Context: an optimization exercise on an open-source flow, tuned for small area, a short achievable clock period and few clock cycles per item. The choices shown serve that exercise and are no tape-out recipe. The RTL was checked by simulation tests, not by an equivalence proof against the original design. Power and IR drop assume default switching activity.

[design/flow/run.sh]
#!/bin/bash
# synth_recipe.tcl (not shown) runs the flow's synth.tcl, then flattens the netlist and writes it again
# the make line also repeats each setting of config.mk as NAME=value (left out here)
make -C /OpenROAD-flow-scripts/flow DESIGN_CONFIG=/design/flow/config.mk WORK_HOME=/design/flow/orfs CLKGATE_MAP_FILE= SYNTH_SCRIPT=/design/flow/synth_recipe.tcl finish
[design/flow/config.mk]
export PLATFORM = sky130hd
export DESIGN_NAME = matmul_engine
export DESIGN_NICKNAME = matmul_engine
export VERILOG_FILES = /design/flow/design.v
export SDC_FILE = /design/flow/constraint.sdc
export NUM_CORES = 4
export LEC_CHECK = 0
export CAP_MARGIN = 20
export CORE_MARGIN = 2
export CORE_UTILIZATION = 40
export SLEW_MARGIN = 20
[design/flow/constraint.sdc]
create_clock -name core_clock -period 8.0 [get_ports {clk}]
set_input_delay 1.6000 -clock core_clock [delete_from_list [all_inputs] [get_ports {clk}]]
set_output_delay 1.6000 -clock core_clock [all_outputs]
set_load 0.01 [all_outputs]
[design/flow/design.v]
package sysarray_pkg;
  typedef enum logic [1:0] {
    IDLE  = 2'd0,
    FEED  = 2'd1,
    FLUSH = 2'd2,
    DRAIN = 2'd3
  } state_t;
  function automatic integer flush_len(input integer n);
    flush_len = 2 * n - 2;
  endfunction
  function automatic logic signed [63:0] sat_val(input logic signed [63:0] v, input integer out_w);
    logic signed [63:0] hi;
    logic signed [63:0] lo;
    hi = (64'sd1 <<< (out_w - 1)) - 64'sd1;
    lo = -hi - 64'sd1;
    if (v > hi) sat_val = hi;
    else if (v < lo) sat_val = lo;
    else sat_val = v;
  endfunction
endpackage
module pe #(
  parameter int A_W   = 8,
  parameter int B_W   = 8,
  parameter int ACC_W = 20
) (
  input  logic                    clk,
  input  logic                    rst,
  input  logic                    clr,
  input  logic signed [A_W-1:0]   a_in,
  input  logic signed [B_W-1:0]   b_in,
  output logic signed [A_W-1:0]   a_out,
  output logic signed [B_W-1:0]   b_out,
  output logic signed [ACC_W-1:0] acc
);
  logic signed [A_W+B_W-1:0] prod;
  logic signed [ACC_W-1:0]   prod_ext;
  assign prod     = a_in * b_in;
  assign prod_ext = ACC_W'(prod);
  always_ff @(posedge clk or posedge rst) begin
    if (rst) begin
      a_out <= '0;
      b_out <= '0;
      acc   <= '0;
    end else if (clr) begin
      a_out <= '0;
      b_out <= '0;
      acc   <= '0;
    end else begin
      a_out <= a_in;
      b_out <= b_in;
      acc   <= acc + prod_ext;
    end
  end
endmodule
module matmul_engine #(
  parameter int N     = 4,
  parameter int A_W   = 8,
  parameter int B_W   = 8,
  parameter int K_MAX = 16,
  parameter int ACC_W = 20,
  parameter int OUT_W = 16
) (
  input  logic                            clk,
  input  logic                            rst,
  input  logic                            start,
  output logic                            start_ready,
  input  logic [$clog2(K_MAX+1)-1:0]      k_len,
  input  logic                            in_valid,
  output logic                            in_ready,
  input  logic [N-1:0][A_W-1:0]           in_a,
  input  logic [N-1:0][B_W-1:0]           in_b,
  output logic                            out_valid,
  input  logic                            out_ready,
  output logic [N-1:0][OUT_W-1:0]         out_row,
  output logic [$clog2(N)-1:0]            out_ridx,
  output logic                            busy,
  output logic                            done
);
  localparam int KW = $clog2(K_MAX + 1);
  localparam int RW = $clog2(N);
  localparam int FL = sysarray_pkg::flush_len(N);
  localparam int FW = $clog2(2 * N);
  sysarray_pkg::state_t state;
  logic [KW-1:0]   k_reg;
  logic [KW-1:0]   beat_cnt;
  logic [FW-1:0]   flush_cnt;
  logic [RW-1:0]   row_cnt;
  logic            done_reg;
  logic            accept;
  logic            pe_clr;
  logic            last_row;
  logic signed [A_W-1:0]   a_h     [N][N+1];
  logic signed [B_W-1:0]   b_v     [N+1][N];
  logic signed [ACC_W-1:0] acc_arr [N][N];
  assign start_ready = (state == sysarray_pkg::IDLE);
  assign in_ready    = (state == sysarray_pkg::FEED);
  assign out_valid   = (state == sysarray_pkg::DRAIN);
  assign busy        = (state != sysarray_pkg::IDLE);
  assign done        = done_reg;
  assign out_ridx    = out_valid ? row_cnt : '0;
  assign accept      = in_valid & in_ready;
  assign pe_clr      = start & start_ready;
  assign last_row    = (row_cnt == RW'(N - 1));
  always_ff @(posedge clk or posedge rst) begin
    if (rst) begin
      state     <= sysarray_pkg::IDLE;
      k_reg     <= '0;
      beat_cnt  <= '0;
      flush_cnt <= '0;
      row_cnt   <= '0;
      done_reg  <= 1'b0;
    end else begin
      done_reg <= 1'b0;
      case (state)
        sysarray_pkg::IDLE: begin
          if (start) begin
            k_reg    <= k_len;
            beat_cnt <= '0;
            row_cnt  <= '0;
            state    <= (k_len == '0) ? sysarray_pkg::DRAIN : sysarray_pkg::FEED;
          end
        end
        sysarray_pkg::FEED: begin
          if (accept) begin
            beat_cnt <= beat_cnt + KW'(1);
            if (beat_cnt + KW'(1) == k_reg) begin
              flush_cnt <= '0;
              state     <= sysarray_pkg::FLUSH;
            end
          end
        end
        sysarray_pkg::FLUSH: begin
          if (flush_cnt == FW'(FL - 1)) begin
            row_cnt <= '0;
            state   <= sysarray_pkg::DRAIN;
          end else begin
            flush_cnt <= flush_cnt + FW'(1);
          end
        end
        sysarray_pkg::DRAIN: begin
          if (out_ready) begin
            if (last_row) begin
              done_reg <= 1'b1;
              state    <= sysarray_pkg::IDLE;
            end else begin
              row_cnt <= row_cnt + RW'(1);
            end
          end
        end
        default: state <= sysarray_pkg::IDLE;
      endcase
    end
  end
  genvar gi, gj;
  for (gi = 0; gi < N; gi++) begin : g_lane
    logic signed [A_W-1:0] a_beat;
    logic signed [B_W-1:0] b_beat;
    assign a_beat = accept ? $signed(in_a[gi]) : '0;
    assign b_beat = accept ? $signed(in_b[gi]) : '0;
    if (gi == 0) begin : g_direct
      assign a_h[gi][0] = a_beat;
      assign b_v[0][gi] = b_beat;
    end else begin : g_skew
      logic signed [A_W-1:0] a_sr [gi];
      logic signed [B_W-1:0] b_sr [gi];
      always_ff @(posedge clk or posedge rst) begin
        if (rst) begin
          for (int k = 0; k < gi; k++) begin
            a_sr[k] <= '0;
            b_sr[k] <= '0;
          end
        end else begin
          a_sr[0] <= a_beat;
          b_sr[0] <= b_beat;
          for (int k = 1; k < gi; k++) begin
            a_sr[k] <= a_sr[k-1];
            b_sr[k] <= b_sr[k-1];
          end
        end
      end
      assign a_h[gi][0] = a_sr[gi-1];
      assign b_v[0][gi] = b_sr[gi-1];
    end
  end
  for (gi = 0; gi < N; gi++) begin : g_row
    for (gj = 0; gj < N; gj++) begin : g_col
      pe #(
        .A_W  (A_W),
        .B_W  (B_W),
        .ACC_W(ACC_W)
      ) u_pe (
        .clk  (clk),
        .rst  (rst),
        .clr  (pe_clr),
        .a_in (a_h[gi][gj]),
        .b_in (b_v[gi][gj]),
        .a_out(a_h[gi][gj+1]),
        .b_out(b_v[gi+1][gj]),
        .acc  (acc_arr[gi][gj])
      );
    end
  end
  always_comb begin
    out_row = '0;
    if (state == sysarray_pkg::DRAIN) begin
      for (int j = 0; j < N; j++) begin
        out_row[j] = acc_arr[row_cnt][j][OUT_W-1:0];
      end
    end
  end
endmodule
==> run notes <==
worst max-delay path: stages (launching register included):
cell	delay, ns
dfrtp_1	0.46
inv_1	0.13
ha_2	0.26
or4_2	1.04
buf_4	0.41
o21ai_1	1.01
a31oi_1	0.29
clkdlybuf4s50_1	0.58
cell usage in the layout, fill, tap and decap left out, drive strengths merged, types with 71 or more instances in the layout:
cell           instances
inv                 1685
nor3                  84
clkbuf                87
fa                  1136
clkdlybuf4s50        143
a22oi                 97
and2                 653
a21oi                 93
and3                  96
o21ai                166
ha                   604
nand2b                99
a31oi                 71
nand2                588
nor2                 173
xnor2                227
dfrtp                562
power groups by stage:
stage               logic, mW  registers, mW  clock network (mW)
global route             9.79           4.88                3.63
global placement         8.30           4.84                   0
floorplan                6.32           4.04                   0
CTS                      8.60           4.79                3.52
detailed placement       8.50           4.84                   0
finish                   8.49           4.80                3.44
path summary, 6_finish.rpt:
check / start / endpoint / slack [ns] / cells after the start
setup / recovery: row_cnt[0] / out_row[51] / 1.55 / 7
hold / removal: g_lane[2].g_skew.a_sr[0][2] / g_lane[2].g_skew.a_sr[1][2] / 0.34 / 0
setup reg to reg: state[1] / g_row[0].g_col[0].u_pe.acc[15] / 1.94 / 16
hold reg to reg: g_lane[2].g_skew.a_sr[0][2] / g_lane[2].g_skew.a_sr[1][2] / 0.34 / 0
max in group asynchronous: rst / g_row[0].g_col[0].u_pe.b_out[6] / 5.05 / 4
min in group asynchronous: rst / g_row[2].g_col[3].u_pe.b_out[7] / 1.43 / 3
stage by stage:
step                      total power [mW]  utilization  hold WS [ns]  area (um^2)  std cells
after global placement                13.1        0.425         0.331        71200       9095
final                                 16.7        0.440         0.343        73700       9232
after global routing                  18.3        0.440         0.350        73700       9228
after CTS                             16.9        0.440         0.344        73700       9224
after detailed placement              13.3        0.425         0.335        71200       9095
after floorplan                       10.4            -         0.331        67500       6928
cell families after synthesis:
logic type,Yosys count,share of synthesized area
buf+inv,1892,0.106
simple gates,1844,0.141
fa+ha+maj,1740,0.449
compound gates,614,0.0593
flops,562,0.208
xor+xnor,255,0.0331
mux,21,0.00315
synth_stat cells, drive strengths merged (41+ instances only):
cell type | instances | area, um^2
and3 | 96 | 601
a21oi | 93 | 465
nor2 | 173 | 649
dfrtp | 562 | 14100
nand2b | 99 | 619
nor2b | 41 | 264
nor3 | 84 | 420
nand2 | 588 | 2210
ha | 604 | 7560
o21ai | 166 | 831
xnor2 | 227 | 1990
a22oi | 97 | 728
a31oi | 71 | 444
clkbuf | 208 | 781
and2 | 653 | 4090
fa | 1136 | 22700
inv | 1678 | 6300
area by class of cell:
| class | count | area [um^2] | share of cell area |
|---|---|---|---|
| clock inverter | 42 | 494 | 0.00671 |
| inverter | 1678 | 6300 | 0.0855 |
| antenna | 7 | 17.5 | 0.000238 |
| clock buffer | 87 | 1970 | 0.0267 |
| sequential | 562 | 14100 | 0.191 |
| multi-input combinational | 4474 | 46300 | 0.629 |
| timing repair buffer | 178 | 1750 | 0.0238 |
| tap | 2204 | 2760 | 0.0374 |
metal layers:
layer  up-vias  share of wire
met5         -              0
met4         0          0.041
met3       229          0.040
met2       887           0.50
met1     23496           0.42
li1      21079              -
==> qor.csv <==
metric;value;unit
skew;0.0273;ns
worstPathRequired;6.40;ns
layout_setup_ws;1.55;ns
met1_usage;0.278;
combPwrFrac;0.508;
tightest_slew;1.23;ns
fin_nets;8780;
viasPerCell;4.95;
rows;150;
use_met3;0.0245;
crit_path_end_kind;primary output;
clockBufferDepth;3;
die_x;415;um
root_buffer;clkbuf_16;
syn_area_per_cell;9.74;um^2
syn-num-nets;8742;
worst-setup-path-type;reg -> out;
synth_edf_count;0;
period_needed;6.45;ns
gp_congestion;0.888;
netlist_area;67500;um^2
pin_count;145;
cts-resized-gates;0;
drt_first_pass_iters;6;
wl;177000;um
drv_slew;0;
final_hold_viol_count;0;
grt-busiest-layer;met2;
fill_cells;16162;
max_flop_register;g_row.g_col.u_pe.acc;
fmax;0.155;GHz
critPathLaunchType;register;
post_cts_buffers;0;
ys_seq_area_frac;0.208;
clkPwrFrac;0.206;
drive_above_1_share;0.0251;
cp_max_fo;36;
antenna_found_initial;6;
arrival;4.85;ns
p_leak;37.6;nW
synth-seq-cells;562;
dpl_worst_slack;0.951;ns
intPower;9.08;mW
detail-route-antenna-nets;0;
cts_buffers;72;
via_count;45691;
slew_headroom;0.177;
status;complete, no violations;
track_usage;0.216;
async_flop_share;1.00;
setup_viol;0;
grt_max_degree;187;
p_sw;7.65;mW
grt_pass1_wl;289000;um
ys_warn_count;19;
hold_buffers;0;
start_util;0.403;
top_regs;g_row.g_col.u_pe.acc: 256 flops, g_row.g_col.u_pe.a_out: 96 flops, g_row.g_col.u_pe.b_out: 96 flops;
peakVddDrop;0.351;mV
switching_share;0.457;
syn-instance-count;6928;
ys.flop_type;dfrtp_1;
grt_pass1_vias;50801;
p_per_area;227;nW/um^2
clkTransAtPathRegs;0.06;ns
h-tree-depth;3;
yosysUniqueCellTypes;62;
synthToLayoutAreaGrowth;9.22;%
drt_iter0_drc;2548;
die_area;172000;um^2
rsz0062_at_grt;no;
seqPwrFrac;0.287;
grtUsageMet2;0.372;
cts.sinks;562;
cts_tree;done;
fp.dieH;415;um
post-route-period-util;0.806;
tns;0;ns
overflow;0;
hold_class;reg -> reg;
core-area;167000;um^2
insertion_delay;0.68;ns
drv_cap;0;
port_buffers;144;
drcViolationCount;0;
place_hpwl;145000;um
post_drt_wl_per_cell;19.2;um
largest_reg_flops;256;
Testbench counts, summed over its fixed seeds: cycles 15,005, jobs 768.

afterwards: timing with drivers on the ports:
In the flow no input, the clock included, has a driving cell. The finished layout below was timed again as built, in two steps. Step 1 assumes that a clkbuf_16 drives the clock port and a buf_2 every other input. Step 2 also shifts input and output timing later by t, the mid clock arrival at the registers, as if the neighbouring blocks saw the same clock. a / b / c = no drivers / after step 1 / after step 2; a / b = the first two.
t (ns): 0.736
slack for setup (ns): 1.553 / 1.479 / 0.907
worst data-port slew with drivers (ns): 0.06
After both steps this run still meets setup and hold. For this run, drivers alone change the setup slack by -0.074 ns; drivers and shift together by -0.646 ns.
